From an optimization exercise on the open Yosys and OpenROAD flow, aimed at small area, a short achievable clock period and few clock cycles per item; shortcuts taken in it are not production practice.
RTL that was checked went through simulation tests only; none was proved equivalent to the original.
For run 1, only the layout was checked, not whether the RTL still works.
Power figures rest on the tool's default switching activity, not on a simulated workload.

File: flow/run.sh
#!/bin/bash
# synth_recipe.tcl (not shown) runs the flow's synth.tcl, then flattens the netlist and writes it again
# the make line also repeats each setting of config.mk as NAME=value (left out here)
make -C /OpenROAD-flow-scripts/flow DESIGN_CONFIG=/design/flow/config.mk WORK_HOME=/design/flow/orfs CLKGATE_MAP_FILE= SYNTH_SCRIPT=/design/flow/synth_recipe.tcl finish
File: flow/config.mk
export PLATFORM = sky130hd
export DESIGN_NAME = round_robin_sleep_scheduler_unit
export DESIGN_NICKNAME = round_robin_sleep_scheduler_unit
export VERILOG_FILES = /design/flow/design.v
export SDC_FILE = /design/flow/constraint.sdc
export NUM_CORES = 4
export LEC_CHECK = 0
export CAP_MARGIN = 20
export CORE_MARGIN = 2
export CORE_UTILIZATION = 50
export CTS_CLUSTER_DIAMETER = 100
export CTS_CLUSTER_SIZE = 30
export SETUP_SLACK_MARGIN = 5
export SLEW_MARGIN = 20
File: flow/constraint.sdc
create_clock -name core_clock -period 8.0 [get_ports {clk_i}]
set_input_delay 1.6000 -clock core_clock [delete_from_list [all_inputs] [get_ports {clk_i}]]
set_output_delay 1.6000 -clock core_clock [all_outputs]
set_load 0.01 [all_outputs]
File: flow/design.v
package rrss_pkg;
  localparam int NUM_SLOTS  = 16;
  localparam int SLOT_W     = 4;
  localparam logic [7:0] TIME_SLICE_RST = 8'd16;
  localparam logic [1:0] ACT_TICK  = 2'd0;
  localparam logic [1:0] ACT_SLEEP = 2'd1;
  localparam logic [1:0] ACT_EXIT  = 2'd2;
  localparam logic [1:0] ACT_FORK  = 2'd3;
endpackage
module rrss_ctrl (
  input  logic        start,
  input  logic [17:0] item_i,
  input  logic        ne_i,        
  output logic        step_o,      
  output logic        sw_o,        
  output logic        tick_o,
  output logic        sleep_o,
  output logic        fork_o,      
  output logic        t1_o         
);
  logic [1:0]  act;
  logic [15:0] ticks;
  assign act   = item_i[17:16];
  assign ticks = item_i[15:0];
  assign tick_o  = (act == rrss_pkg::ACT_TICK);
  assign sleep_o = (act == rrss_pkg::ACT_SLEEP);
  assign fork_o  = start & (act == rrss_pkg::ACT_FORK);
  assign step_o  = start & (act != rrss_pkg::ACT_FORK) & ((act != rrss_pkg::ACT_SLEEP) | (|ticks));
  assign sw_o    = step_o & ~(tick_o & ne_i);
  assign t1_o    = (ticks == 16'd1);
endmodule
module rrss_datapath (
  input  logic [15:0]     blk_i,
  input  logic [15:0]     rdy_i,
  input  logic [16*16-1:0] wake_i,
  input  logic [15:0]     step_i,
  input  logic [15:0]     ticks_i,       
  input  logic            k2_i,
  input  logic [3:0]      last_i,
  input  logic [15:0]     above_i,
  input  logic [7:0]      slice_i,
  input  logic [7:0]      ts_i,
  output logic [15:0]     cd_blk_o,      
  output logic [15:0]     cd_rdy_o,
  output logic [15:0]     last_oh_o,
  output logic [15:0]     cur_oh_o,
  output logic [15:0]     found_oh_o,    
  output logic [15:0]     found_above_o,
  output logic [3:0]      found_idx_o,
  output logic            any_cand_o,
  output logic [15:0]     first_dead_o,
  output logic [3:0]      dead_idx_o,
  output logic            any_dead_o,
  output logic            ne_o,
  output logic [15:0]     step_inc_o,
  output logic [15:0]     wake_new_o,
  output logic [7:0]      slice_inc_o
);
  localparam int N = rrss_pkg::NUM_SLOTS;
  logic [N-1:0] due, cand, cand_hi, pre_hi, pre_all, first_hi, first_all, dead, pre_dead;
  logic         any_hi;
  assign step_inc_o  = step_i + 16'd1;
  assign wake_new_o  = step_i + ticks_i;
  assign slice_inc_o = slice_i + 8'd1;
  assign ne_o        = (slice_i != ts_i);
  always_comb begin
    for (int i = 0; i < N; i++) begin
      last_oh_o[i] = (last_i == 4'(i));
      cur_oh_o[i]  = ~above_i[i] & ((i == N-1) | above_i[(i+1) % N]);
      due[i]       = last_oh_o[i] ? k2_i : (wake_i[16*i +: 16] == step_i);
    end
  end
  assign cd_blk_o = blk_i & ~rdy_i;
  assign cd_rdy_o = rdy_i | (blk_i & due);
  assign cand    = rdy_i & ~16'b1;
  assign cand_hi = cand & above_i;
  assign dead    = ~blk_i & ~rdy_i;
  always_comb begin
    pre_hi[0]   = 1'b0;
    pre_all[0]  = 1'b0;
    pre_dead[0] = 1'b0;
    for (int i = 1; i < N; i++) begin
      pre_hi[i]   = pre_hi[i-1]   | cand_hi[i-1];
      pre_all[i]  = pre_all[i-1]  | cand[i-1];
      pre_dead[i] = pre_dead[i-1] | dead[i-1];
    end
  end
  assign first_hi     = cand_hi & ~pre_hi;
  assign first_all    = cand & ~pre_all;
  assign first_dead_o = dead & ~pre_dead;
  assign any_hi     = |cand_hi;
  assign any_cand_o = |cand;
  assign any_dead_o = |dead;
  assign found_oh_o    = any_hi ? first_hi : first_all;
  assign found_above_o = any_hi ? pre_hi : pre_all;
  always_comb begin
    found_idx_o = '0;
    dead_idx_o  = '0;
    for (int i = 0; i < N; i++) begin
      if (found_oh_o[i]) found_idx_o = found_idx_o | 4'(i);
      if (first_dead_o[i]) dead_idx_o = dead_idx_o | 4'(i);
    end
  end
endmodule
module round_robin_sleep_scheduler_unit (
  input  logic                clk_i,
  input  logic                rst_ni,
  input  logic                start,
  input  logic [17:0]         item_i,
  output logic                busy,
  input  logic                cfg_we_i,
  input  logic [7:0]          cfg_wdata_i,
  output logic                done_o,
  output logic [8:0]          result_o
);
  localparam int N = rrss_pkg::NUM_SLOTS;
  logic [N-1:0]    blk_q, rdy_q;
  logic [16*N-1:0] wake_q;
  logic [15:0]     step_q;
  logic [15:0]     ticks_q;
  logic            k2_q;
  logic [3:0]      last_q;
  logic [3:0]      cur_q;
  logic [N-1:0]    above_q;
  logic [7:0]      slice_q;
  logic [7:0]      ts_q;
  logic            done_q;
  logic [3:0]      new_slot_q;
  logic            failed_q;
  logic            step, sw, tick, sleep, fork_acc, t1, ne;
  logic [N-1:0]    cd_blk, cd_rdy, last_oh, cur_oh, found_oh, found_above, first_dead;
  logic [3:0]      found_idx, dead_idx;
  logic            any_cand, any_dead;
  logic [15:0]     step_inc, wake_new;
  logic [7:0]      slice_inc;
  logic [N-1:0]    pick_oh, pick_above;
  logic [3:0]      pick_idx;
  rrss_ctrl u_ctrl (
    .start   (start),
    .item_i  (item_i),
    .ne_i    (ne),
    .step_o  (step),
    .sw_o    (sw),
    .tick_o  (tick),
    .sleep_o (sleep),
    .fork_o  (fork_acc),
    .t1_o    (t1)
  );
  rrss_datapath u_dp (
    .blk_i         (blk_q),
    .rdy_i         (rdy_q),
    .wake_i        (wake_q),
    .step_i        (step_q),
    .ticks_i       (ticks_q),
    .k2_i          (k2_q),
    .last_i        (last_q),
    .above_i       (above_q),
    .slice_i       (slice_q),
    .ts_i          (ts_q),
    .cd_blk_o      (cd_blk),
    .cd_rdy_o      (cd_rdy),
    .last_oh_o     (last_oh),
    .cur_oh_o      (cur_oh),
    .found_oh_o    (found_oh),
    .found_above_o (found_above),
    .found_idx_o   (found_idx),
    .any_cand_o    (any_cand),
    .first_dead_o  (first_dead),
    .dead_idx_o    (dead_idx),
    .any_dead_o    (any_dead),
    .ne_o          (ne),
    .step_inc_o    (step_inc),
    .wake_new_o    (wake_new),
    .slice_inc_o   (slice_inc)
  );
  assign pick_oh    = any_cand ? found_oh : (tick ? cur_oh : 16'b1);
  assign pick_above = any_cand ? found_above : (tick ? above_q : ~16'b1);
  assign pick_idx   = any_cand ? found_idx : (tick ? cur_q : 4'd0);
  always_ff @(posedge clk_i or negedge rst_ni) begin
    if (!rst_ni) begin
      blk_q <= '0;
      rdy_q <= 16'b1;
    end else begin
      for (int i = 0; i < N; i++) begin
        if (step) begin
          if (sw & pick_oh[i]) begin
            blk_q[i] <= 1'b1;
            rdy_q[i] <= 1'b0;
          end else if (cur_oh[i]) begin
            blk_q[i] <= sleep | ~sw;
            rdy_q[i] <= (tick & sw) | (sleep & t1);
          end else begin
            blk_q[i] <= cd_blk[i];
            rdy_q[i] <= cd_rdy[i];
          end
        end else if (fork_acc & first_dead[i]) begin
          rdy_q[i] <= 1'b1;
        end
      end
      blk_q[0] <= 1'b0;
      if (step) begin
        if (sw & pick_oh[0]) begin
          rdy_q[0] <= 1'b1;
        end else if (cur_oh[0]) begin
          rdy_q[0] <= ~(sleep | tick) ? 1'b0 : 1'b1;
        end
      end
    end
  end
  always_ff @(posedge clk_i) begin
    ticks_q <= item_i[15:0] - 16'd2;
    k2_q    <= (item_i[15:0] == 16'd2);
    for (int i = 0; i < N; i++) begin
      if (last_oh[i]) wake_q[16*i +: 16] <= wake_new;
    end
  end
  always_ff @(posedge clk_i or negedge rst_ni) begin
    if (!rst_ni) begin
      step_q   <= '0;
      last_q   <= '0;
      cur_q    <= '0;
      above_q  <= ~16'b1;
      slice_q  <= '0;
      ts_q     <= rrss_pkg::TIME_SLICE_RST;
      done_q   <= 1'b0;
    end else begin
      if (cfg_we_i) ts_q <= cfg_wdata_i;
      if (step) step_q <= step_inc;
      last_q <= cur_q;
      if (sw) begin
        cur_q    <= pick_idx;
        above_q  <= pick_above;
        slice_q  <= 8'd1;
      end else if (step) begin
        slice_q <= slice_inc;
      end
      done_q <= start;
    end
  end
  always_ff @(posedge clk_i) begin
    if (start) begin
      new_slot_q <= (fork_acc & any_dead) ? dead_idx : 4'd0;
      failed_q   <= fork_acc & ~any_dead;
    end
  end
  assign busy     = 1'b0;
  assign done_o   = done_q;
  assign result_o = {cur_q, new_slot_q, failed_q};
endmodule
==> results of run 1 <==
-- stage by stage --
step	cells	hold slack [ns]	instance area (sq um)	worst slack, ns
final	1964	0.5030	19560	4.752
after global routing	1964	0.5407	19560	4.694
after CTS	1928	0.5034	18970	4.781
after detailed placement	1883	0.4876	17990	3.268
after global placement	1883	0.4789	17980	3.335
after floorplan	1413	0.4344	16860	4.459
-- power by group --
| group | switching [uW] | internal [uW] | total (uW) |
|---|---|---|---|
| combinational | 1250 | 699 | 1950 |
| clock | 577 | 462 | 1040 |
| sequential | 312 | 2440 | 2750 |
-- worst max-delay path: stages --
cell and delay, ns:
buf_8 0.09, or4_4 0.57, buf_4 0.17, nor4_4 0.28, a21oi_4 0.14, buf_12 0.17
nand3_4 0.12, nor2_1 0.08, or4_1 0.41, o21ai_1 0.08
-- routing by layer --
layer | vias to the layer above | part of all wire, % | track usage, %
li1 | 5330 | - | -
met1 | 6011 | 44 | 39.99
met2 | 561 | 45 | 42.19
met3 | 73 | 8.4 | 3.706
met4 | 0 | 2.4 | 6.451
met5 | - | 0 | 0
-- worst paths after layout --
path / endpoint / slack [ns] / cells after the start
worst max-delay path: rdy_q[11]$_DFFE_PN0P_ / 4.75 / 10
worst min-delay path: above_q[5]$_DFFE_PN1P_ / 0.50 / 2
worst max register to register: rdy_q[11]$_DFFE_PN0P_ / 5.03 / 7
worst min register to register: above_q[5]$_DFFE_PN1P_ / 0.50 / 2
max in group asynchronous: cur_q[3]$_DFFE_PN0P_ / 6.13 / 2
min in group asynchronous: ts_q[2]$_DFFE_PN0P_ / 0.87 / 1
-- state kept, by name, summed over array words and instances (netlist names), 8 cells and up --
name / cells
above_q: 15
blk_q: 15
rdy_q: 16
slice_q: 8
step_q: 16
ticks_q: 16
ts_q: 8
wake_q: 240
-- cell usage in the layout, fill, tap and decap left out, types with 21 or more instances in the layout --
cell	Yosys	routed
nor2_1	88	83
o21ai_0	90	79
nand3_1	23	21
nor3_1	44	31
buf_4	5	74
clkbuf_16	0	23
inv_1	22	22
xnor2_1	134	124
dfrtp_1	70	66
edfxtp_1	245	245
nand4_1	47	47
xor2_1	152	152
nor4_1	52	51
a21oi_1	43	34
nand2_1	84	79
-- final cells by class --
class                   count  area (sq um)  area share [%]
clock buffers              17         425.4           2.175
well taps                 448         560.5           2.866
inverters                  22         82.58          0.4223
multi-input cells         981          7087           36.24
repair buffers            140          1391           7.115
clock inverters             7         107.6          0.5503
flip-flops and latches    349          9901           50.63
-- logic make-up (layout without fill, tap and decap cells) --
logic type,after synthesis,after routing
and+or+nand+nor,430,431
DFF,349,349
xor gates and xnor gates,286,286
AOI/OAI and AO/OA,230,232
buffers and inverters,86,186
adders and majority gates,19,19
muxes,12,12
other,1,1
-- what timing repair did --
item / CTS / global route
endpoints found under the setup margin: 180 / 145
gates resized for setup: 115 / 82
setup buffers: 18 / 26
pin swaps: 24 / 29
cloned: 3 / 10
==> results.cfg, run 1 <==
[setup_path]
arrival_ns = 3.71
endpoint_kind = flop
crit_required_ns = 8.46
cp-start-kind = primary input
path_max_fanout = 7
crit_type = in -> reg
reg2reg_from = rdy_q[1]$_DFFE_PN0P_
crit_start = item_i[7]

[floorplanning]
pin_count = 41
rows = 67
core_area_sq_um = 33360
dieArea_sq_um = 35160
dieHeight_microns = 187.5
initial_core_util_pct = 50.47
fp.dieW_microns = 187.5

[timing]
hold_viol = 0
final_max_slew_viol_count = 0
rsz0062_at_grt = yes
skew_ns = 0.01873
min_period_over_period_pct = 40.60
slew_headroom_pct = 31.15
finalSetupViolations = 0
tightest_slew_ns = 1.031
fmax_ghz = 0.3079
min_period_ns = 3.248
finalSetupTns_ns = 0

[clocking]
clockBufferDepth = 3
cts_tree = built
ctsHoldBuffers = 0
cts_buffers = 16
cts.htree.levels = 1
path_clk_slew_ns = 0.11
clk_latency_ns = 0.53
ctsRootBufferMaster = clkbuf_16
cts_sinks = 349

[drt]
wire_per_inst_microns = 25.02
via_per_inst = 6.097
drtIter0Drc = 1278
dr.pass1.iters = 6
drc = 0
vias = 11980
antenna_left = 0
wirelength_microns = 49130

[synthesis]
ys.flop_type = edfxtp_1
synth_xor_area_share_pct = 14.88
synth_compound_area_share_pct = 8.538
synthAdderAreaFrac_pct = 1.456
async_flop_share_pct = 24.93
ys_seq_elements = 349
synth_area_sq_um = 16840
synth_area_leaders = edfxtp_1 (44%), dfrtp_1 (10%), xor2_1 (7.9%)
yosys.area_share.simple_pct = 13.40
ys_types = 75
netlist_top_cells_count = edfxtp_1 (245), xor2_1 (152), xnor2_1 (134), o21ai_0 (90), nor2_1 (88)
syn_area_per_cell_sq_um = 11.92
seq_area_frac_synth_pct = 58.77
post-synth-top-count-cell = edfxtp_1
synth_top_family_by_area = XOR/XNOR gates
yosys_warnings = 2
synthMuxAreaShare_pct = 0.7803
synth_top_area_cell = edfxtp_1
syn_inst = 1413
synth_edf_count = 245
yosysTopAreaCellShare_pct = 43.69

[power_and_ir_drop]
peakVddDrop_mv = 0.2235
leakage_uw = 0.007207
p_total_uw = 5737
p_per_area_nw_per_um2 = 293.4

[global_routing]
antenna_found_initial = 0
grt_pass1_vias = 11140
grt_use_total_pct = 26.92
grt_pass1_wl_microns = 71120
overflow = 0
grt_max_degree = 80

[placement]
port-buffer-count = 39
hpwl_microns = 27920
place.gp.congestion = 0.9166

[cells_and_area]
antenna_cells = 0
final_core_util_pct = 58.61
fin_nets = 1559
layout-drive-gt1-share_pct = 17.28
areaGrowthSynthToFinish_pct = 16.14
fillers = 2784

[status]
outcome = complete, no violations

[worst_hold_path]
hp-start = above_q[5]$_DFFE_PN1P_
min_path_type = reg -> reg

[run]
cap_viol_max_count = 0
==> run 2, diff against run 1 <==
--- a/flow/design.v
+++ b/flow/design.v
@@ -34,7 +34,7 @@
   input  logic [15:0]     rdy_i,
   input  logic [16*16-1:0] wake_i,
   input  logic [15:0]     step_i,
-  input  logic [15:0]     ticks_i,       
+  input  logic [15:0]     ticks_i,
   input  logic            k2_i,
   input  logic [3:0]      last_i,
   input  logic [15:0]     above_i,
@@ -60,7 +60,7 @@
   logic [N-1:0] due, cand, cand_hi, pre_hi, pre_all, first_hi, first_all, dead, pre_dead;
   logic         any_hi;
   assign step_inc_o  = step_i + 16'd1;
-  assign wake_new_o  = step_i + ticks_i;
+  assign wake_new_o  = step_i + ticks_i - 16'd2;
   assign slice_inc_o = slice_i + 8'd1;
   assign ne_o        = (slice_i != ts_i);
   always_comb begin
@@ -208,7 +208,7 @@
     end
   end
   always_ff @(posedge clk_i) begin
-    ticks_q <= item_i[15:0] - 16'd2;
+    ticks_q <= item_i[15:0];
     k2_q    <= (item_i[15:0] == 16'd2);
     for (int i = 0; i < N; i++) begin
       if (last_oh[i]) wake_q[16*i +: 16] <= wake_new;
--- a/flow/config.mk
+++ b/flow/config.mk
@@ -8,7 +8,7 @@
 export CAP_MARGIN = 20
 export CORE_MARGIN = 2
 export CORE_UTILIZATION = 50
-export CTS_CLUSTER_DIAMETER = 100
-export CTS_CLUSTER_SIZE = 30
+export CTS_CLUSTER_DIAMETER = 80
+export CTS_CLUSTER_SIZE = 25
 export SETUP_SLACK_MARGIN = 5
 export SLEW_MARGIN = 20
==> results.cfg, run 2 <==
[global_routing]
grt_pass1_wl_microns = 73230
grt_max_degree = 59
grt_use_total_pct = 27.79
antenna_found_initial = 0
overflow = 0
grt_pass1_vias = 11420

[synthesis]
syn_inst = 1423
post-synth-top-count-cell = edfxtp_1
syn_area_per_cell_sq_um = 12.00
yosysTopAreaCellShare_pct = 43.10
synth_top_area_cell = edfxtp_1
yosys_warnings = 2
seq_area_frac_synth_pct = 57.97
ys_seq_elements = 349
netlist_top_cells_count = edfxtp_1 (245), xnor2_1 (156), xor2_1 (124), nor2_1 (80), dfrtp_1 (70)
synth_edf_count = 245
async_flop_share_pct = 24.93
ys_types = 86
ys.flop_type = edfxtp_1
synth_area_leaders = edfxtp_1 (43%), dfrtp_1 (10%), xnor2_1 (8.0%)
synth_area_sq_um = 17070

[power_and_ir_drop]
peakVddDrop_mv = 0.4720
sw_frac_of_total_pct = 39.83
p_per_area_nw_per_um2 = 341.4
combPwrFrac_pct = 39.2
p_total_uw = 6649
leakage_uw = 0.006948
p_switching_uw = 2648
clkPwrFrac_pct = 16.2
intPower_uw = 4000
power_frac_seq_pct = 44.7

[floorplanning]
initial_core_util_pct = 50.78
core_area_sq_um = 33620
dieHeight_microns = 188.8
dieArea_sq_um = 35630
fp.dieW_microns = 188.8
rows = 67
pin_count = 41

[drt]
drc = 0
wirelength_microns = 49240
top_layer = met4
routed-wl-met2_microns = 22310
drtIter0Drc = 1226
antenna_left = 0
dr.pass1.iters = 6
wire_per_inst_microns = 25.01
via_per_inst = 6.009
drt-met1-wl_microns = 21380
vias = 11830
route.met3.wl_microns = 4203

[clocking]
cts_sinks = 349
clk_latency_ns = 0.55
ctsHoldBuffers = 0
cts.htree.levels = 1
path_clk_slew_ns = 0.09
cts_buffers = 19
clockBufferDepth = 3
cts_tree = built
ctsRootBufferMaster = clkbuf_16

[placement]
hpwl_microns = 30360
place.gp.congestion = 0.9524
port-buffer-count = 39
dp_slack_ns = 3.403

[cells_and_area]
layout_common_cells = edfxtp_1 (245), xnor2_1 (147), xor2_1 (123)
areaGrowthSynthToFinish_pct = 14.08
largest_reg_flops = 240
largest_register = wake_q
layout-drive-gt1-share_pct = 17.42
fillers = 2748
fin_nets = 1571
final_common_cell = edfxtp_1
antenna_cells = 0

[timing]
worst_slack_ns = 5.028
fmax_ghz = 0.3364
slew_headroom_pct = 30.52
tightest_slew_ns = 1.042
finalSetupTns_ns = 0
hold_viol = 0
final_max_slew_viol_count = 0
finalSetupViolations = 0
fin_hold_ws_ns = 0.5219
skew_ns = 0.02329
min_period_over_period_pct = 37.15
min_period_ns = 2.972
rsz0062_at_grt = yes

[setup_path]
path_max_fanout = 7
crit_type = in -> reg
cp-start-kind = primary input
crit_required_ns = 8.42
arrival_ns = 3.39
endpoint_kind = flop

[worst_hold_path]
min_path_type = reg -> reg

[status]
outcome = complete, no violations

[run]
cap_viol_max_count = 0
## run 2: changes by cell type after synthesis, moves of 8 or more
| cell | delta |
|---|---|
| nor2_1 | -8 |
| inv_1 | +47 |
| nand2_1 | -18 |
| nor2b_1 | -8 |
| xnor2_1 | +22 |
| ha_1 | +13 |
| a21oi_1 | +8 |
| xor2_1 | -28 |
| clkbuf_1 | -9 |
| o21ai_0 | -39 |
| nor4_1 | -10 |
## run 2: what timing repair did
item,CTS,global route
buffers inserted,34,12
pin swaps,22,16
resized for setup,110,25
endpoints found under the setup margin,217,102
cloned,2,0
## run 2: cell families (layout without fill, tap and decap cells)
family                   count (synthesis)  after routing  synth area share (%)
buffers and inverters                  138            234                 3.760
multiplexers                            12             12                0.7696
AND/OR/NAND/NOR                        388            389                 12.18
adder cells (fa/ha/maj)                 32             32                 2.389
XOR/XNOR                               280            280                 14.37
flip-flops                             349            349                 57.97
other                                    1              1               0.02197
AO/OA/AOI/OAI                          223            224                 8.539
## run 2: cell type report
| type | count | area (sq um) | area share, % |
|---|---|---|---|
| Clock buffer | 24 | 494.2 | 2.538 |
| Inverter | 69 | 261.5 | 1.343 |
| Multi-Input combinational cell | 938 | 7072 | 36.31 |
| Timing Repair Buffer | 132 | 1110 | 5.699 |
| Clock inverter | 9 | 75.07 | 0.3855 |
| Sequential cell | 349 | 9901 | 50.84 |
| Tap cell | 448 | 560.5 | 2.878 |
## run 2: worst paths after layout
kind	slack [ns]	to	cells after the start	from
worst max register to register	5.08	rdy_q[6]$_DFFE_PN0P_	8	step_q[14]$_DFFE_PN0P_
worst min register to register	0.52	above_q[3]$_DFFE_PN1P_	2	above_q[3]$_DFFE_PN1P_
worst max-delay path	5.03	blk_q[2]$_DFFE_PN0P_	9	item_i[5]
max in group asynchronous	5.84	cur_q[1]$_DFFE_PN0P_	2	rst_ni
min in group asynchronous	0.99	rdy_q[9]$_DFFE_PN0P_	1	rst_ni
worst min-delay path	0.52	above_q[3]$_DFFE_PN1P_	2	above_q[3]$_DFFE_PN1P_
## run 2: power by group through the flow
stage / sequential [uW] / combinational, uW / clock, uW
2_1_floorplan: 2830 / 1570 / 0
3_3_place_gp: 2990 / 2370 / 0
3_5_place_dp: 3000 / 2410 / 0
4_1_cts: 2950 / 2520 / 1090
5_1_grt: 3010 / 2790 / 1150
6_report: 2970 / 2600 / 1080
## run 2: routing by layer
metal / GRT usage, % / vias up
li1: - / 5306
met4: 7.212 / 0
met3: 4.526 / 68
met2: 43.55 / 520
met1: 40.48 / 5938
met5: 0 / -
## run 2: metrics by stage
step	instance area, sq um	util (%)	std cells
2_1_floorplan	17400	-	1423
3_3_place_gp	18300	54.43	1888
3_5_place_dp	18310	54.47	1888
4_1_cts	19300	57.43	1957
5_1_grt	19470	57.93	1969
6_report	19470	57.93	1969
## run 2: worst max-delay path, stage by stage
cell	delay [ns]
buf_2	0.12
nor4_4	0.28
nand4_1	0.15
buf_6	0.16
o31a_4	0.32
nand4_1	0.24
buf_4	0.18
o21ai_2	0.05
o32a_1	0.29
Testbench counts of run 2, summed over its fixed seeds: cycles 8,000, items 8,000.
==> run 3, diff against run 2 <==
--- a/flow/config.mk
+++ b/flow/config.mk
@@ -7,7 +7,7 @@
 export LEC_CHECK = 0
 export CAP_MARGIN = 20
 export CORE_MARGIN = 2
-export CORE_UTILIZATION = 50
+export CORE_UTILIZATION = 45
 export CTS_CLUSTER_DIAMETER = 80
 export CTS_CLUSTER_SIZE = 25
 export SETUP_SLACK_MARGIN = 5
==> results.cfg, run 3 <==
[status]
outcome = complete, no violations

[timing]
fmax_ghz = 0.3389
rsz0062_at_grt = yes
slew_headroom_pct = 40.33
finalSetupViolations = 0
final_max_slew_viol_count = 0
hold_viol = 0
min_period_ns = 2.950
skew_ns = 0.05112
tightest_slew_ns = 0.8951
finalSetupTns_ns = 0
min_period_over_period_pct = 36.88

[placement]
hpwl_microns = 29710
port-buffer-count = 39
place.gp.congestion = 0.9242
post_dp_cell_area_sq_um = 18380
dp.cells = 1952

[synthesis]
seq_area_frac_synth_pct = 57.97
synth_top_family_by_area = XOR/XNOR gates
syn_inst = 1423
ys.flop_type = edfxtp_1
yosys_warnings = 2
synth_compound_area_share_pct = 8.539
synth_top_area_cell = edfxtp_1
synthAdderAreaFrac_pct = 2.390
post-synth-top-count-cell = edfxtp_1
synth_xor_area_share_pct = 14.37
synthMuxAreaShare_pct = 0.7696
yosysTopAreaCellShare_pct = 43.10
netlist_top_cells_count = edfxtp_1 (245), xnor2_1 (156), xor2_1 (124), nor2_1 (80), dfrtp_1 (70)
synth_area_sq_um = 17070
async_flop_share_pct = 24.93
yosys.area_share.simple_pct = 12.18
synth_area_leaders = edfxtp_1 (43%), dfrtp_1 (10%), xnor2_1 (8.0%)
synth_edf_count = 245
ys_seq_elements = 349
ys_types = 86
syn_area_per_cell_sq_um = 12.00

[global_routing]
grt_use_total_pct = 24.99
grt_max_degree = 66
grt_pass1_wl_microns = 72440
overflow = 0
grt_pass1_vias = 11310
antenna_found_initial = 0

[drt]
top_layer = met4
vias = 11710
wirelength_microns = 48580
antenna_left = 0
drtIter0Drc = 1019
dr.pass1.iters = 7
via_per_inst = 5.733
wire_per_inst_microns = 23.78
routed-wl-met2_microns = 23430
drc = 0
drt-met1-wl_microns = 20860
route.met3.wl_microns = 3046

[clocking]
clk_latency_ns = 0.58
clockBufferDepth = 3
cts_sinks = 349
cts.htree.levels = 1
path_clk_slew_ns = 0.10
cts_buffers = 22
cts_tree = built
ctsRootBufferMaster = clkbuf_16

[floorplanning]
dieArea_sq_um = 39510
dieHeight_microns = 198.8
core_area_sq_um = 37490
initial_core_util_pct = 45.53
rows = 71
fp.dieW_microns = 198.8
pin_count = 41

[setup_path]
crit_required_ns = 8.45
cp-start-kind = primary input
arrival_ns = 3.40
crit_type = in -> reg
path_max_fanout = 21
endpoint_kind = flop
reg2reg_slack_ns = 5.05

[cells_and_area]
largest_reg_flops = 240
stdcell_count = 2043
antenna_cells = 0
areaGrowthSynthToFinish_pct = 16.50
layout-drive-gt1-share_pct = 18.54
largest_register = wake_q
final_common_cell = edfxtp_1
layout_common_cells = edfxtp_1 (245), xnor2_1 (147), xor2_1 (123)
fin_nets = 1578
final_area_sq_um = 19890

[run]
cap_viol_max_count = 0

[power_and_ir_drop]
p_per_area_nw_per_um2 = 342.0
leakage_uw = 0.007081
peakVddDrop_mv = 0.3238

[worst_hold_path]
min_path_type = reg -> reg
run 3: cell counts after synthesis:
Identical to the previous run, type by type.
run 3: logic make-up (layout without fill, tap and decap cells):
kind of cell | Yosys count | after routing
AND/OR/NAND/NOR | 388 | 389
flip-flops | 349 | 349
XOR/XNOR | 280 | 280
AO/OA/AOI/OAI | 223 | 224
buffers and inverters | 138 | 245
adder cells (fa/ha/maj) | 32 | 32
multiplexers | 12 | 12
other | 1 | 1
run 3: worst max-delay path, stage by stage:
cell and delay, ns:
buf_6 0.10, nor4_4 0.29, nand4_1 0.16, buf_6 0.17, buf_4 0.13, or3_4 0.36, nand2_8 0.19, a21oi_1 0.07
o311a_1 0.33
run 3: what timing repair did:
| item | in CTS | in global routing |
|---|---|---|
| gates cloned | 3 | 0 |
| resized for setup | 125 | 34 |
| hold buffers | 0 | 0 |
| pin swaps | 24 | 21 |
| setup endpoints to repair | 217 | 81 |
| buffers inserted | 39 | 9 |
run 3: final cells by class:
cell class,instances,area [sq um]
fillers,3301,17600
flip-flops and latches,349,9897
multi-input cells,938,7111
repair buffers,136,1235
well taps,511,639.4
clock buffers,26,565.5
inverters,69,265.3
clock inverters,14,173.9
run 3: per-layer routing:
metal  up-vias  track usage (%)
li1       5341                -
met1      5852            34.62
met2       435            42.41
met3        85            2.560
met4         0            5.998
met5         -                0
run 3: path summary, 6_finish.rpt:
path                                        from                endpoint  cells after the start
min reg2reg                 cur_q[2]$_DFFE_PN0P_     last_q[2]$_DFF_PN0_                      0
min                         cur_q[2]$_DFFE_PN0P_     last_q[2]$_DFF_PN0_                      0
min in group asynchronous                 rst_ni     last_q[1]$_DFF_PN0_                      1
max in group asynchronous                 rst_ni  step_q[10]$_DFFE_PN0P_                      2
max                                    item_i[4]   rdy_q[10]$_DFFE_PN0P_                      9
max reg2reg                step_q[0]$_DFFE_PN0P_   wake_q[143]$_DFFE_PP_                     13
run 3: through the flow:
stage | total power, uW | hold WS [ns] | setup slack [ns] | utilization [%]
after floorplan | 4396 | 0.4344 | 4.864 | -
after global placement | 5311 | 0.4222 | 3.527 | 49.02
after detailed placement | 5351 | 0.4186 | 3.481 | 49.02
after CTS | 6736 | 0.4597 | 4.995 | 52.69
after global routing | 7116 | 0.4666 | 4.931 | 53.05
final | 6801 | 0.4609 | 5.050 | 53.05
run 3: power breakdown:
group          leakage (uW)  total (uW)  switching [uW]  internal (uW)
logic               0.00332        2590            1630            959
registers           0.00341        2970             365           2610
clock network      0.000351        1240             689            549
total               0.00708        6800            2680           4120
==> run 4, diff against run 3 <==
--- a/flow/config.mk
+++ b/flow/config.mk
@@ -7,7 +7,7 @@
 export LEC_CHECK = 0
 export CAP_MARGIN = 20
 export CORE_MARGIN = 2
-export CORE_UTILIZATION = 45
+export CORE_UTILIZATION = 55
 export CTS_CLUSTER_DIAMETER = 80
 export CTS_CLUSTER_SIZE = 25
 export SETUP_SLACK_MARGIN = 5
==> results.cfg, run 4 <==
[power_and_ir_drop]
clkPwrFrac_pct = 16.3
combPwrFrac_pct = 39.7
p_switching_uw = 2615
intPower_uw = 4075
peakVddDrop_mv = 0.3282
leakage_uw = 0.007050
power_frac_seq_pct = 44.0
p_per_area_nw_per_um2 = 340.9
sw_frac_of_total_pct = 39.09

[synthesis]
synth_area_leaders = edfxtp_1 (43%), dfrtp_1 (10%), xnor2_1 (8.0%)
yosys_warnings = 2
ys_types = 86
syn_inst = 1423
synth_top_area_cell = edfxtp_1
synth_area_sq_um = 17070
async_flop_share_pct = 24.93
ys.flop_type = edfxtp_1
yosysTopAreaCellShare_pct = 43.10
ys_seq_elements = 349
netlist_top_cells_count = edfxtp_1 (245), xnor2_1 (156), xor2_1 (124), nor2_1 (80), dfrtp_1 (70)
synth_edf_count = 245
post-synth-top-count-cell = edfxtp_1
syn_area_per_cell_sq_um = 12.00
seq_area_frac_synth_pct = 57.97

[timing]
fmax_ghz = 0.3333
skew_ns = 0.02150
finalSetupTns_ns = 0
min_period_over_period_pct = 37.51
slew_headroom_pct = 32.95
fin_hold_ws_ns = 0.5212
hold_viol = 0
rsz0062_at_grt = yes
final_max_slew_viol_count = 0
min_period_ns = 3.000
tightest_slew_ns = 0.9981
finalSetupViolations = 0

[setup_path]
r2r-end = wake_q[239]$_DFFE_PP_
slowest_stage = dfrtp_1
crit_type = reg -> reg
path_max_fanout = 8
reg2reg_from = step_q[1]$_DFFE_PN0P_
rr_worst_depth = 16
arrival_ns = 3.27
endpoint_kind = flop
path_cells = buf_12, clkinv_8, ha_4, inv_4, ha_4, inv_2, fa_2, nor2b_4, o31ai_4, a211oi_2, o31a_1, a21o_1, a21oi_2, xnor2_2, buf_6, buf_12
critPathMaxStageDelay_ns = 0.41
crit_required_ns = 8.27
reg2reg_slack_ns = 5.00
cp-start-kind = flop

[cells_and_area]
fillers = 2410
largest_register = wake_q
largest_reg_flops = 240
final_common_cell = edfxtp_1
layout-drive-gt1-share_pct = 17.72
fin_nets = 1579
layout_common_cells = edfxtp_1 (245), xnor2_1 (147), xor2_1 (123)
multiInputGateArea_sq_um = 7108
areaGrowthSynthToFinish_pct = 14.97
antenna_cells = 0
regArea_sq_um = 9901

[clocking]
cts.htree.levels = 1
clockBufferDepth = 3
clk_latency_ns = 0.53
cts_sinks = 349
ctsHoldBuffers = 0
ctsRootBufferMaster = clkbuf_16
cts_buffers = 19
cts_tree = built
path_clk_slew_ns = 0.10

[floorplanning]
initial_core_util_pct = 55.80
core_area_sq_um = 30590
fp.dieW_microns = 180.2
pin_count = 41
rows = 64
dieHeight_microns = 180.2
dieArea_sq_um = 32460

[global_routing]
overflow = 0
grt_pass1_wl_microns = 73100
antenna_found_initial = 2
grt_max_degree = 61
grt_use_total_pct = 29.95
grt_pass1_vias = 11300

[drt]
antenna_left = 0
drc = 0
via_per_inst = 6.139
drtIter0Drc = 1290
wire_per_inst_microns = 25.51
wirelength_microns = 49100
vias = 11820
dr.pass1.iters = 6

[placement]
place.gp.congestion = 0.9147
port-buffer-count = 39
hpwl_microns = 30150

[worst_hold_path]
holdPathStages = 2
min_to = above_q[3]$_DFFE_PN1P_
min_path_type = reg -> reg
hp-start = above_q[3]$_DFFE_PN1P_

[run]
cap_viol_max_count = 0

[status]
outcome = complete, no violations
## run 4: cell counts after synthesis
No cell type changed its count.
## run 4: final cells by class
class,count,area share [%]
Clock buffer,29,2.773
Clock inverter,4,0.2678
Inverter,69,1.396
Multi-Input combinational cell,941,36.22
Sequential cell,349,50.45
Tap cell,396,2.525
Timing Repair Buffer,137,6.375
## run 4: critical path, delay by kind of cell, from the launching register on
kind	cells	cell delay (ns)
buffers and inverters	6	0.56
AND/OR/NAND/NOR	1	0.15
adder cells (fa/ha/maj)	3	0.69
XOR/XNOR	1	0.13
AO/OA/AOI/OAI	5	0.79
flip-flops	1	0.41
## run 4: kinds of logic (layout without fill, tap and decap cells)
family | after synthesis | after routing | share of synthesized area, %
compound gates | 223 | 224 | 8.539
xor+xnor | 280 | 280 | 14.37
fa+ha+maj | 32 | 32 | 2.389
buf+inv | 138 | 239 | 3.760
flops | 349 | 349 | 57.97
mux | 12 | 12 | 0.7696
other cells | 1 | 1 | 0.02197
simple gates | 388 | 392 | 12.18
## run 4: power by group through the flow
stage          logic [uW]  registers, uW  clock network [uW]
6_report             2660           2950                1090
5_1_grt              2840           2980                1160
4_1_cts              2570           2930                1100
3_5_place_dp         2390           2970                   0
3_3_place_gp         2350           2970                   0
2_1_floorplan        1570           2830                   0
## run 4: worst max-delay path by stage
stage	from	end	slack [ns]	depth (start not counted)
after floorplan	item_i[6]	blk_q[2]$_DFFE_PN0P_	4.86	7
after global placement	start	cur_q[1]$_DFFE_PN0P_	3.50	7
after detailed placement	start	blk_q[5]$_DFFE_PN0P_	3.36	7
after CTS	step_q[1]$_DFFE_PN0P_	wake_q[239]$_DFFE_PP_	4.97	16
after global routing	step_q[1]$_DFFE_PN0P_	wake_q[47]$_DFFE_PP_	4.91	16
final	step_q[1]$_DFFE_PN0P_	wake_q[239]$_DFFE_PP_	5.00	16
## run 4: through the flow
step	instances	worst slack [ns]	total power [uW]	utilization (%)	instance area, sq um
finish	1925	5.000	6690	64.16	19630
detailed placement	1834	3.360	5361	59.64	18240
global route	1925	4.905	6986	64.16	19630
floorplan	1423	4.864	4396	-	17400
global placement	1833	3.497	5320	59.56	18220
CTS	1912	4.973	6611	63.64	19470
## run 4: routing by layer
metal	global-route usage, %	vias to the layer above	part of all wire, %
met5	0	-	0.047
li1	-	5334	-
met3	3.800	58	7.9
met2	48.55	536	47
met4	4.968	4	1.7
met1	44.27	5885	43
## run 4: timing repair
item,4_1_cts,5_1_grt
setup endpoints to repair,213,98
gates resized for setup,118,24
gates cloned,4,2
pin swaps,25,15
buffers inserted,41,11
endpoints found under the hold margin,0,0
==> run 5, diff against run 4 <==
--- a/flow/config.mk
+++ b/flow/config.mk
@@ -7,8 +7,9 @@
 export LEC_CHECK = 0
 export CAP_MARGIN = 20
 export CORE_MARGIN = 2
-export CORE_UTILIZATION = 55
+export CORE_UTILIZATION = 50
 export CTS_CLUSTER_DIAMETER = 80
 export CTS_CLUSTER_SIZE = 25
+export GPL_ROUTABILITY_DRIVEN = 0
 export SETUP_SLACK_MARGIN = 5
 export SLEW_MARGIN = 20
==> results.cfg, run 5 <==
[setup_path]
crit_required_ns = 8.43
arrival_ns = 3.36
crit_type = in -> reg
critPathCapture = step_q[15]$_DFFE_PN0P_
reg2reg_slack_ns = 5.07
rr_worst_depth = 7
cp-start-kind = primary input
endpoint_kind = flop
reg2reg_from = rdy_q[7]$_DFFE_PN0P_
crit_start = item_i[1]
path_max_fanout = 5
r2r-end = rdy_q[13]$_DFFE_PN0P_

[placement]
port-buffer-count = 39
post_dp_cell_area_sq_um = 18300
dp_slack_ns = 3.398
dp.cells = 1888
hpwl_microns = 30040

[run]
cap_viol_max_count = 0

[drt]
wirelength_microns = 48110
top_layer = met4
antenna_left = 0
via_per_inst = 6.004
drc = 0
dr.pass1.iters = 5
drt-met1-wl_microns = 20870
route.met3.wl_microns = 4264
vias = 11770
routed-wl-met2_microns = 21870
drtIter0Drc = 1170
wire_per_inst_microns = 24.55

[power_and_ir_drop]
p_switching_uw = 2635
p_per_area_nw_per_um2 = 341.9
leakage_uw = 0.006919
clkPwrFrac_pct = 17.1
power_frac_seq_pct = 44.6
sw_frac_of_total_pct = 39.69
combPwrFrac_pct = 38.2
intPower_uw = 4004
peakVddDrop_mv = 0.4194

[floorplanning]
pin_count = 41
core_area_sq_um = 33620
rows = 67
dieHeight_microns = 188.8
fp.dieW_microns = 188.8
initial_core_util_pct = 50.78
dieArea_sq_um = 35630

[global_routing]
grt_pass1_vias = 11210
overflow = 0
grt_pass1_wl_microns = 71920
grt_max_degree = 54
antenna_found_initial = 1
grt_use_total_pct = 27.13

[clocking]
clk_latency_ns = 0.56
ctsHoldBuffers = 0
cts.htree.levels = 1
cts_tree = built
cts_buffers = 20
ctsRootBufferMaster = clkbuf_16
cts_sinks = 349
clockBufferDepth = 3
path_clk_slew_ns = 0.10

[timing]
rsz0062_at_grt = yes
fmax_ghz = 0.3410
hold_viol = 0
final_max_slew_viol_count = 0
worst_slack_ns = 5.067
slew_headroom_pct = 38.86
min_period_over_period_pct = 36.66
finalSetupViolations = 0
min_period_ns = 2.933
skew_ns = 0.03673
tightest_slew_ns = 0.9171
finalSetupTns_ns = 0

[cells_and_area]
layout_common_cells = edfxtp_1 (245), xnor2_1 (147), xor2_1 (123)
final_area_sq_um = 19420
fillers = 2775
areaGrowthSynthToFinish_pct = 13.77
stdcell_count = 1960
regArea_sq_um = 9901
largest_reg_flops = 240
fin_nets = 1560
layout-drive-gt1-share_pct = 17.00
final_common_cell = edfxtp_1
antenna_cells = 0
multiInputGateArea_sq_um = 7064
largest_register = wake_q

[synthesis]
ys_types = 86
ys_seq_elements = 349
yosysTopAreaCellShare_pct = 43.10
yosys_warnings = 2
synth_top_area_cell = edfxtp_1
async_flop_share_pct = 24.93
ys.flop_type = edfxtp_1
post-synth-top-count-cell = edfxtp_1
syn_inst = 1423
seq_area_frac_synth_pct = 57.97
synth_area_sq_um = 17070
synth_area_leaders = edfxtp_1 (43%), dfrtp_1 (10%), xnor2_1 (8.0%)
synth_edf_count = 245
netlist_top_cells_count = edfxtp_1 (245), xnor2_1 (156), xor2_1 (124), nor2_1 (80), dfrtp_1 (70)
syn_area_per_cell_sq_um = 12.00

[worst_hold_path]
min_path_type = reg -> reg

[status]
outcome = complete, no violations
## run 5: cell counts after synthesis
No cell type changed its count.
## run 5: worst max-delay path, cell delays in order
cell	delay, ns
dlygate4sd2_1	0.28
nor3b_2	0.24
inv_2	0.10
o31a_4	0.37
buf_4	0.15
buf_4	0.14
nand4_1	0.16
buf_4	0.14
nor4_2	0.03
xor2_1	0.14
## run 5: per-layer routing
layer,vias up,global-route usage [%]
met5,-,0
li1,5297,-
met1,5843,39.85
met3,69,4.042
met4,0,6.280
met2,558,42.75
## run 5: final cells by class
type                            instances  area share (%)
Multi-Input combinational cell        938           36.37
Timing Repair Buffer                  120           5.102
Clock buffer                           26           2.744
Tap cell                              448           2.886
Clock inverter                         10          0.5476
Sequential cell                       349           50.98
Inverter                               69           1.366
## run 5: what timing repair did
item                                    in CTS  in global routing
endpoints found under the setup margin     215                 83
gates resized for setup                    100                 24
cloned                                       2                  0
buffers inserted                            27                  7
pin swaps                                   17                 12
endpoints found under the hold margin        0                  0
## run 5: cells by family after synthesis
family | Yosys count | share of synthesized area, %
AO/OA/AOI/OAI | 223 | 8.539
multiplexers | 12 | 0.7696
adder cells (fa/ha/maj) | 32 | 2.389
AND/OR/NAND/NOR | 388 | 12.18
XOR/XNOR | 280 | 14.37
other | 1 | 0.02197
flip-flops | 349 | 57.97
buffers and inverters | 138 | 3.760
## run 5: stage by stage
stage,total power (uW),utilization (%),hold slack [ns]
floorplan,4396,-,0.4344
global placement,5350,54.43,0.4978
detailed placement,5385,54.43,0.5082
CTS,6572,57.42,0.4716
global route,6936,57.77,0.4677
finish,6639,57.77,0.4746
## run 5: power groups by stage
stage | Combinational [uW] | Clock, uW | Sequential [uW]
floorplan | 1570 | 0 | 2830
detailed placement | 2400 | 0 | 2990
finish | 2540 | 1140 | 2960
CTS | 2470 | 1160 | 2950
global route | 2720 | 1220 | 3000
global placement | 2370 | 0 | 2980
## run 5: worst min-delay path by stage
stage	slack, ns	cells after the start	start	end
6_report	0.47	0	cur_q[0]$_DFFE_PN0P_	last_q[0]$_DFF_PN0_
5_1_grt	0.47	0	cur_q[0]$_DFFE_PN0P_	last_q[0]$_DFF_PN0_
4_1_cts	0.47	0	cur_q[0]$_DFFE_PN0P_	last_q[0]$_DFF_PN0_
3_5_place_dp	0.51	0	cur_q[3]$_DFFE_PN0P_	last_q[3]$_DFF_PN0_
3_3_place_gp	0.50	2	above_q[3]$_DFFE_PN1P_	above_q[3]$_DFFE_PN1P_
2_1_floorplan	0.43	0	cur_q[0]$_DFFE_PN0P_	last_q[0]$_DFF_PN0_
==> run 6, diff against run 5 <==
--- a/flow/config.mk
+++ b/flow/config.mk
@@ -8,8 +8,5 @@
 export CAP_MARGIN = 20
 export CORE_MARGIN = 2
 export CORE_UTILIZATION = 50
-export CTS_CLUSTER_DIAMETER = 80
-export CTS_CLUSTER_SIZE = 25
-export GPL_ROUTABILITY_DRIVEN = 0
 export SETUP_SLACK_MARGIN = 5
 export SLEW_MARGIN = 20
==> results.cfg, run 6 <==
[worst_hold_path]
hp-start = above_q[3]$_DFFE_PN1P_
min_path_type = reg -> reg
holdPathStages = 2
min_to = above_q[3]$_DFFE_PN1P_

[floorplanning]
initial_core_util_pct = 50.78
dieHeight_microns = 188.8
rows = 67
pin_count = 41
dieArea_sq_um = 35630
core_area_sq_um = 33620
fp.dieW_microns = 188.8

[clocking]
cts_tree = built
ctsRootBufferMaster = clkbuf_16
cts.htree.levels = 2
path_clk_slew_ns = 0.06
clk_latency_ns = 0.54
cts_buffers = 39
cts_sinks = 349
clockBufferDepth = 3

[setup_path]
crit_type = in -> reg
reg2reg_from = step_q[10]$_DFFE_PN0P_
arrival_ns = 3.35
path_max_fanout = 7
endpoint_kind = flop
crit_required_ns = 8.40
rr_worst_depth = 11
cp-start-kind = primary input
r2r-end = wake_q[47]$_DFFE_PP_
path_cells = dlygate4sd2_1, nor3b_4, inv_2, o31a_4, and3_4, o2111ai_4, o21ai_2, o32a_1
reg2reg_slack_ns = 5.08
slowest_stage = o31a_4
critPathMaxStageDelay_ns = 0.39

[power_and_ir_drop]
combPwrFrac_pct = 35.6
clkPwrFrac_pct = 23.9
p_total_uw = 7339
peakVddDrop_mv = 0.4906
sw_frac_of_total_pct = 37.80
intPower_uw = 4565
leakage_uw = 0.007300
power_frac_seq_pct = 40.6
p_switching_uw = 2774
p_per_area_nw_per_um2 = 365.0

[global_routing]
busiest_layer = met2
grt_max_degree = 59
grt_pass1_vias = 11620
grt.met1_usage_pct = 40.69
overflow = 0
grt_use_met2_pct = 43.75
grt_use_met3_pct = 4.973
grt_pass1_wl_microns = 74020
antenna_found_initial = 0
grt_use_total_pct = 28.20

[timing]
rsz0062_at_grt = yes
slew_headroom_pct = 32.92
min_period_ns = 2.943
final_max_slew_viol_count = 0
min_period_over_period_pct = 36.79
tightest_slew_ns = 1.006
finalSetupViolations = 0
finalSetupTns_ns = 0
hold_viol = 0
fmax_ghz = 0.3398
skew_ns = 0.02452

[placement]
hpwl_microns = 30360
dp.cells = 1888
place.gp.congestion = 0.9524
port-buffer-count = 39

[synthesis]
netlist_top_cells_count = edfxtp_1 (245), xnor2_1 (156), xor2_1 (124), nor2_1 (80), dfrtp_1 (70)
syn_area_per_cell_sq_um = 12.00
yosysTopAreaCellShare_pct = 43.10
post-synth-top-count-cell = edfxtp_1
ys_seq_elements = 349
synth_area_leaders = edfxtp_1 (43%), dfrtp_1 (10%), xnor2_1 (8.0%)
ys_types = 86
syn_inst = 1423
async_flop_share_pct = 24.93
synth_area_sq_um = 17070
synth_top_area_cell = edfxtp_1
synth_edf_count = 245
yosys_warnings = 2
ys.flop_type = edfxtp_1
seq_area_frac_synth_pct = 57.97

[cells_and_area]
final_core_util_pct = 59.81
fin_nets = 1584
multiInputGateArea_sq_um = 7051
fillers = 2691
layout_common_cells = edfxtp_1 (245), xnor2_1 (147), xor2_1 (123)
final_common_cell = edfxtp_1
areaGrowthSynthToFinish_pct = 17.79
largest_register = wake_q
antenna_cells = 0
regArea_sq_um = 9901
layout-drive-gt1-share_pct = 18.57
stdcell_count = 1999
largest_reg_flops = 240

[drt]
drtIter0Drc = 1210
dr.pass1.iters = 5
wirelength_microns = 49730
vias = 11990
via_per_inst = 5.998
drc = 0
antenna_left = 0
wire_per_inst_microns = 24.88

[run]
cap_viol_max_count = 0

[status]
outcome = complete, no violations
==> run 6: metrics by stage <==
step,cell area (sq um),hold WS [ns],setup slack (ns)
4_1_cts,19950,0.5152,5.005
3_5_place_dp,18310,0.5062,3.403
2_1_floorplan,17400,0.4344,4.864
3_3_place_gp,18300,0.5031,3.485
6_report,20110,0.5168,5.057
5_1_grt,20110,0.5337,4.980
==> run 6: worst max path at each step <==
stage / startpoint / end / slack [ns] / cells after the start
after floorplan: item_i[6] / blk_q[2]$_DFFE_PN0P_ / 4.86 / 7
after global placement: start / blk_q[5]$_DFFE_PN0P_ / 3.49 / 7
after detailed placement: start / cur_q[1]$_DFFE_PN0P_ / 3.40 / 7
after CTS: start / cur_q[1]$_DFFE_PN0P_ / 5.01 / 7
after global routing: item_i[3] / blk_q[2]$_DFFE_PN0P_ / 4.98 / 9
final: item_i[1] / blk_q[2]$_DFFE_PN0P_ / 5.06 / 8
==> run 6: metal layers <==
metal  routed length (microns)  part of all wire, %
met1                     21380                   43
met2                     22560                   45
met3                      4357                  8.8
met4                      1441                  2.9
met5                         0                    0
==> run 6: kinds of logic after synthesis <==
family / synth area share [%]
buf+inv: 3.760
fa+ha+maj: 2.389
mux: 0.7696
other cells: 0.02197
simple gates: 12.18
compound gates: 8.539
flops: 57.97
xor+xnor: 14.37
==> run 6: final cells by class <==
| cell class | count | area share [%] |
|---|---|---|
| flip-flops and latches | 349 | 49.24 |
| clock buffers | 47 | 5.103 |
| clock inverters | 23 | 1.095 |
| inverters | 69 | 1.319 |
| well taps | 448 | 2.788 |
| multi-input cells | 938 | 35.07 |
| repair buffers | 125 | 5.389 |
==> run 6: what timing repair did <==
action | CTS | global route
endpoints found under the setup margin | 200 | 125
hold buffers | 0 | 0
gates cloned | 2 | 0
pin swaps | 15 | 18
resized for setup | 101 | 38
buffers inserted | 31 | 8
==> run 6: critical path, delay by kind of cell <==
kind / cells / cell delay [ns]
AND/OR/NAND/NOR: 2 / 0.46
buffers and inverters: 2 / 0.37
AO/OA/AOI/OAI: 4 / 0.90
==> run 6: power by group through the flow <==
stage	clock [uW]	combinational, uW	sequential, uW
3_5_place_dp	0	2410	3000
3_3_place_gp	0	2370	2990
4_1_cts	1770	2510	2960
5_1_grt	1850	2790	3010
2_1_floorplan	0	1570	2830
6_report	1750	2610	2980
==> run 7, diff against run 6 <==
--- a/flow/config.mk
+++ b/flow/config.mk
@@ -8,5 +8,8 @@
 export CAP_MARGIN = 20
 export CORE_MARGIN = 2
 export CORE_UTILIZATION = 50
+export CTS_CLUSTER_DIAMETER = 90
+export CTS_CLUSTER_SIZE = 28
+export PLACE_DENSITY_LB_ADDON = 0.1
 export SETUP_SLACK_MARGIN = 5
 export SLEW_MARGIN = 20
==> results.cfg, run 7 <==
[status]
outcome = complete, no violations

[synthesis]
synth_area_leaders = edfxtp_1 (43%), dfrtp_1 (10%), xnor2_1 (8.0%)
ys_types = 86
netlist_top_cells_count = edfxtp_1 (245), xnor2_1 (156), xor2_1 (124), nor2_1 (80), dfrtp_1 (70)
syn_inst = 1423
synth_edf_count = 245
async_flop_share_pct = 24.93
ys.flop_type = edfxtp_1
synth_area_sq_um = 17070
post-synth-top-count-cell = edfxtp_1
yosysTopAreaCellShare_pct = 43.10
syn_area_per_cell_sq_um = 12.00
ys_seq_elements = 349
synth_top_area_cell = edfxtp_1
yosys_warnings = 2
seq_area_frac_synth_pct = 57.97

[drt]
vias = 11910
via_per_inst = 6.052
antenna_left = 0
drtIter0Drc = 1339
drc = 0
wire_per_inst_microns = 24.90
dr.pass1.iters = 5
wirelength_microns = 48990

[power_and_ir_drop]
p_switching_uw = 2659
clkPwrFrac_pct = 15.3
intPower_uw = 3999
leakage_uw = 0.006964
p_per_area_nw_per_um2 = 340.5
sw_frac_of_total_pct = 39.94
combPwrFrac_pct = 40.2
power_frac_seq_pct = 44.5
peakVddDrop_mv = 0.2667

[cells_and_area]
final_area_sq_um = 19550
largest_reg_flops = 240
antenna_cells = 0
largest_register = wake_q
regArea_sq_um = 9903
final_common_cell = edfxtp_1
fin_nets = 1570
layout-drive-gt1-share_pct = 17.12
areaGrowthSynthToFinish_pct = 14.53
fillers = 2777
multiInputGateArea_sq_um = 7127
layout_common_cells = edfxtp_1 (245), xnor2_1 (147), xor2_1 (123)

[global_routing]
overflow = 0
grt_pass1_wl_microns = 72660
antenna_found_initial = 1
grt_max_degree = 56
grt_pass1_vias = 11410
grt_use_total_pct = 27.40

[floorplanning]
fp.dieW_microns = 188.8
core_area_sq_um = 33620
rows = 67
pin_count = 41
initial_core_util_pct = 50.78
dieHeight_microns = 188.8
dieArea_sq_um = 35630

[clocking]
ctsRootBufferMaster = clkbuf_16
cts_buffers = 17
cts.htree.levels = 1
clockBufferDepth = 3
cts_sinks = 349
path_clk_slew_ns = 0.12
cts_tree = built
clk_latency_ns = 0.54

[setup_path]
crit_required_ns = 8.28
path_max_fanout = 15
cp-start-kind = flop
crit_type = reg -> reg
rr_worst_depth = 13
endpoint_kind = flop
arrival_ns = 3.26

[timing]
finalSetupTns_ns = 0
skew_ns = 0.03967
min_period_over_period_pct = 37.27
fmax_ghz = 0.3354
finalSetupViolations = 0
tightest_slew_ns = 0.9995
hold_viol = 0
slew_headroom_pct = 33.29
min_period_ns = 2.981
final_max_slew_viol_count = 0
rsz0062_at_grt = yes

[placement]
port-buffer-count = 39
place.gp.congestion = 0.9036
hpwl_microns = 29720
post_dp_cell_area_sq_um = 18270

[worst_hold_path]
min_path_type = reg -> reg
holdPathStages = 1

[run]
cap_viol_max_count = 0
## run 7: cell counts after synthesis
No cell type changed its count.
## run 7: cell type report
class                   instances  share of cell area (%)
clock buffers                  25                   2.330
clock inverters                 5                  0.2880
inverters                      69                   1.370
multi-input cells             938                   36.45
flip-flops and latches        349                   50.66
well taps                     448                   2.867
repair buffers                133                   6.035
## run 7: timing repair
action	4_1_cts	5_1_grt
setup endpoints to repair	232	99
resized for setup	114	25
hold endpoints to repair	0	0
setup buffers	36	13
hold buffers	0	0
gates cloned	2	1
pin swaps	28	16
## run 7: power groups by stage
stage / sequential (uW) / clock [uW] / combinational [uW]
after floorplan: 2830 / 0 / 1570
after global placement: 3020 / 0 / 2350
after detailed placement: 3020 / 0 / 2360
after CTS: 2950 / 1030 / 2560
after global routing: 3000 / 1090 / 2860
final: 2960 / 1020 / 2680
## run 7: cell families (layout without fill, tap and decap cells)
group	after synthesis	after routing	share of synthesized area, %
adder cells (fa/ha/maj)	32	32	2.389
flip-flops	349	349	57.97
buffers and inverters	138	232	3.760
multiplexers	12	12	0.7696
XOR/XNOR	280	280	14.37
other	1	1	0.02197
AND/OR/NAND/NOR	388	389	12.18
AO/OA/AOI/OAI	223	224	8.539
## run 7: through the flow
step                      hold slack (ns)  power, uW  utilization, %  setup slack, ns  std cells
after detailed placement           0.4807       5386           54.35            3.388       1884
after global placement             0.4932       5365           54.35            3.474       1884
after floorplan                    0.4344       4396               -            4.864       1423
after CTS                          0.5148       6547           57.47            4.984       1952
final                              0.5023       6657           58.16            5.019       1967
after global routing               0.5204       6951           58.16            4.969       1967
## run 7: worst paths after layout
| path | start | end | slack, ns |
|---|---|---|---|
| min in group asynchronous | rst_ni | rdy_q[12]$_DFFE_PN0P_ | 1.01 |
| worst max register to register | step_q[2]$_DFFE_PN0P_ | wake_q[254]$_DFFE_PP_ | 5.02 |
| max in group asynchronous | rst_ni | step_q[1]$_DFFE_PN0P_ | 5.79 |
| worst min-delay path | cur_q[3]$_DFFE_PN0P_ | last_q[3]$_DFF_PN0_ | 0.50 |
| worst min register to register | cur_q[3]$_DFFE_PN0P_ | last_q[3]$_DFF_PN0_ | 0.50 |
| worst max-delay path | step_q[2]$_DFFE_PN0P_ | wake_q[254]$_DFFE_PP_ | 5.02 |
## run 7: layer usage
metal  part of all wire [%]  GRT usage, %  vias to the layer above
li1                       -             -                     5302
met1                     43         39.43                     6016
met2                     46         43.93                      515
met3                    8.7         4.563                       72
met4                    2.1         5.859                        0
met5                      0             0                        -
## run 7: critical path, cell delays in order, from the launching register on
cell and delay [ns]:
dfrtp_1 0.39, buf_12 0.11, clkinvlp_4 0.11, ha_4 0.30, inv_1 0.05, ha_1 0.29, a211oi_2 0.32, o21ai_2 0.12
a31oi_4 0.20, a211oi_2 0.12, a21o_1 0.23, a21oi_4 0.22, xnor2_4 0.10, buf_12 0.16
==> run 8, diff against run 7 <==
--- a/flow/config.mk
+++ b/flow/config.mk
@@ -8,8 +8,8 @@
 export CAP_MARGIN = 20
 export CORE_MARGIN = 2
 export CORE_UTILIZATION = 50
-export CTS_CLUSTER_DIAMETER = 90
-export CTS_CLUSTER_SIZE = 28
-export PLACE_DENSITY_LB_ADDON = 0.1
+export CTS_CLUSTER_DIAMETER = 100
+export CTS_CLUSTER_SIZE = 30
 export SETUP_SLACK_MARGIN = 5
 export SLEW_MARGIN = 20
+export SYNTH_HIERARCHICAL = 1
==> results.cfg, run 8 <==
[setup_path]
slowest_stage = and4_4
endpoint_kind = flop
path_cells = clkdlybuf4s15_1, nor4_2, and4_4, o32ai_4, buf_4, and2b_4, a32oi_2, a31oi_1
cp-start-kind = primary input
crit_type = in -> reg
critPathMaxStageDelay_ns = 0.32
path_max_fanout = 7
arrival_ns = 3.35
crit_required_ns = 8.40

[drt]
drt-met1-wl_microns = 21330
route.met3.wl_microns = 2800
routed-wl-met2_microns = 24210
drtIter0Drc = 1244
wire_per_inst_microns = 24.21
wirelength_microns = 49290
vias = 12230
drc = 0
dr.pass1.iters = 5
via_per_inst = 6.008
top_layer = met4
antenna_left = 0

[timing]
min_period_over_period_pct = 36.88
min_period_ns = 2.951
finalSetupTns_ns = 0
tightest_slew_ns = 1.133
finalSetupViolations = 0
hold_viol = 0
slew_headroom_pct = 24.49
fin_hold_ws_ns = 0.5203
fmax_ghz = 0.3389
rsz0062_at_grt = yes
skew_ns = 0.02789
final_max_slew_viol_count = 0

[floorplanning]
core_area_sq_um = 35660
dieHeight_microns = 194.6
pin_count = 41
fp.dieW_microns = 194.6
initial_core_util_pct = 50.95
rows = 69
dieArea_sq_um = 37870

[power_and_ir_drop]
leakage_uw = 0.008242
peakVddDrop_mv = 0.2332
p_per_area_nw_per_um2 = 335.6

[cells_and_area]
fin_nets = 1627
layout-drive-gt1-share_pct = 15.81
fillers = 3033
final_common_cell = xor2_1
largest_reg_flops = 256
largest_register = wake_q
layout_common_cells = xor2_1 (268), edfxtp_1 (261), nor4_1 (84)
final_area_sq_um = 20460
antenna_cells = 0
areaGrowthSynthToFinish_pct = 12.64

[placement]
post_dp_cell_area_sq_um = 19270
hpwl_microns = 29200
port-buffer-count = 39
place.gp.congestion = 0.8823

[clocking]
cts_buffers = 16
clk_latency_ns = 0.53
path_clk_slew_ns = 0.12
cts_tree = built
cts.htree.levels = 1
cts_sinks = 366
clockBufferDepth = 3
ctsRootBufferMaster = clkbuf_16

[global_routing]
grt_pass1_wl_microns = 73390
grt_use_total_pct = 25.61
grt_max_degree = 88
overflow = 0
antenna_found_initial = 0
grt_pass1_vias = 11780

[synthesis]
syn_area_per_cell_sq_um = 12.20
synth_area_sq_um = 18160
syn_inst = 1489
yosys_warnings = 8

[worst_hold_path]
min_path_type = reg -> reg

[status]
outcome = complete, no violations

[run]
cap_viol_max_count = 0
## run 8: cell count changes in the layout (fill, tap and decap cells not counted), moves of 16 or more
| cell | previous run | this run |
|---|---|---|
| nand4_1 | 53 | 21 |
| mux2i_1 | 3 | 23 |
| nor2b_1 | 10 | 34 |
| nor3_1 | 40 | 19 |
| xnor2_1 | 147 | 18 |
| edfxtp_1 | 245 | 261 |
| xor2_1 | 123 | 268 |
| nor4_1 | 38 | 84 |
| nand2_1 | 61 | 38 |
## run 8: stage by stage
| stage | setup slack (ns) | instances | util, % | power (uW) |
|---|---|---|---|---|
| after floorplan | 4.993 | 1494 | - | 4623 |
| after detailed placement | 3.223 | 1962 | 54.05 | 5664 |
| after CTS | 5.001 | 2015 | 56.61 | 6726 |
| after global placement | 3.298 | 1962 | 54.05 | 5626 |
| final | 5.049 | 2036 | 57.39 | 6867 |
| after global routing | 4.966 | 2036 | 57.39 | 7213 |
## run 8: area by class of cell
cell class / instances / area (sq um) / share of cell area [%]
Clock buffer: 24 / 451.7 / 2.208
Inverter: 76 / 285.3 / 1.394
Clock inverter: 4 / 32.53 / 0.1590
Timing Repair Buffer: 130 / 1134 / 5.540
Sequential cell: 366 / 10420 / 50.91
Tap cell: 461 / 576.8 / 2.819
Multi-Input combinational cell: 975 / 7565 / 36.97
## run 8: final timing paths
kind / slack (ns) / cells after the start / to / from
hold / removal: 0.52 / 1 / above_q[0]$_DFFE_PN0P_ / above_q[0]$_DFFE_PN0P_
max in group asynchronous: 5.81 / 2 / step_q[15]$_DFFE_PN0P_ / rst_ni
hold reg to reg: 0.52 / 1 / above_q[0]$_DFFE_PN0P_ / above_q[0]$_DFFE_PN0P_
min in group asynchronous: 1.00 / 1 / cur_q[1]$_DFFE_PN0P_ / rst_ni
setup / recovery: 5.05 / 8 / blk_q[15]$_DFFE_PN0P_ / item_i[13]
setup reg to reg: 5.06 / 8 / cur_q[3]$_DFFE_PN0P_ / rdy_q[12]$_DFFE_PN0P_
## run 8: routing by layer
| layer | up-vias | track usage [%] |
|---|---|---|
| met2 | 441 | 43.77 |
| met1 | 6160 | 35.75 |
| met3 | 68 | 2.620 |
| met4 | 0 | 5.128 |
| li1 | 5564 | - |
| met5 | - | 0 |
## run 8: worst max-delay path, delay by kind of cell
family,cells,cell delay [ns]
AOI/OAI and AO/OA,3,0.51
and+or+nand+nor,3,0.83
buffers and inverters,2,0.42
## run 8: what timing repair did
action	CTS	global route
resized for setup	100	32
hold buffers	0	0
pin swaps	27	22
setup endpoints to repair	144	97
cloned	3	2
setup buffers	22	19
## run 8: where the power goes
group	switching (uW)	total [uW]	internal, uW	leakage [uW]
combinational	1790	2790	997	0.00445
clock	585	990	406	0.000230
sequential	344	3090	2750	0.00357
total	2720	6870	4150	0.00824

-- re-timing with driven ports --
Ports are ideal in the flow. The routed layouts listed here were re-timed in OpenROAD. Step 1: set_driving_cell puts a clkbuf_16 on clk_i and a buf_2 on each other input, an assumption about the parent block. Step 2 adds t to the input delays and takes it off the output delays; t is the mean of the earliest and latest rising clock arrival at the registers after step 1. Input paths then give back, and output paths get back, about the clock's delay inside the block. Slacks: ideal ports / drivers / drivers and shift; pairs: ideal ports / drivers.
run | t (ns) | setup WS [ns] | pins driven straight from the clock port
run 1 | 0.574 | 4.752 / 4.760 / 4.186 | 1
run 2 | 0.587 | 5.028 / 5.062 / 4.475 | 1
run 3 | 0.611 | 5.050 / 5.045 / 4.461 | 1
run 4 | 0.567 | 5.000 / 4.983 / 4.505 | 1
run 5 | 0.598 | 5.067 / 5.042 / 4.502 | 1
run 6 | 0.579 | 5.057 / 5.075 / 4.496 | 1
run 7 | 0.571 | 5.019 / 5.019 / 4.506 | 1
run 8 | 0.570 | 5.049 / 5.063 / 4.507 | 1
After both steps every run listed still meets setup and hold. For run 3, which loses most, drivers alone change the setup slack by -0.005 ns; drivers and shift together by -0.589 ns.
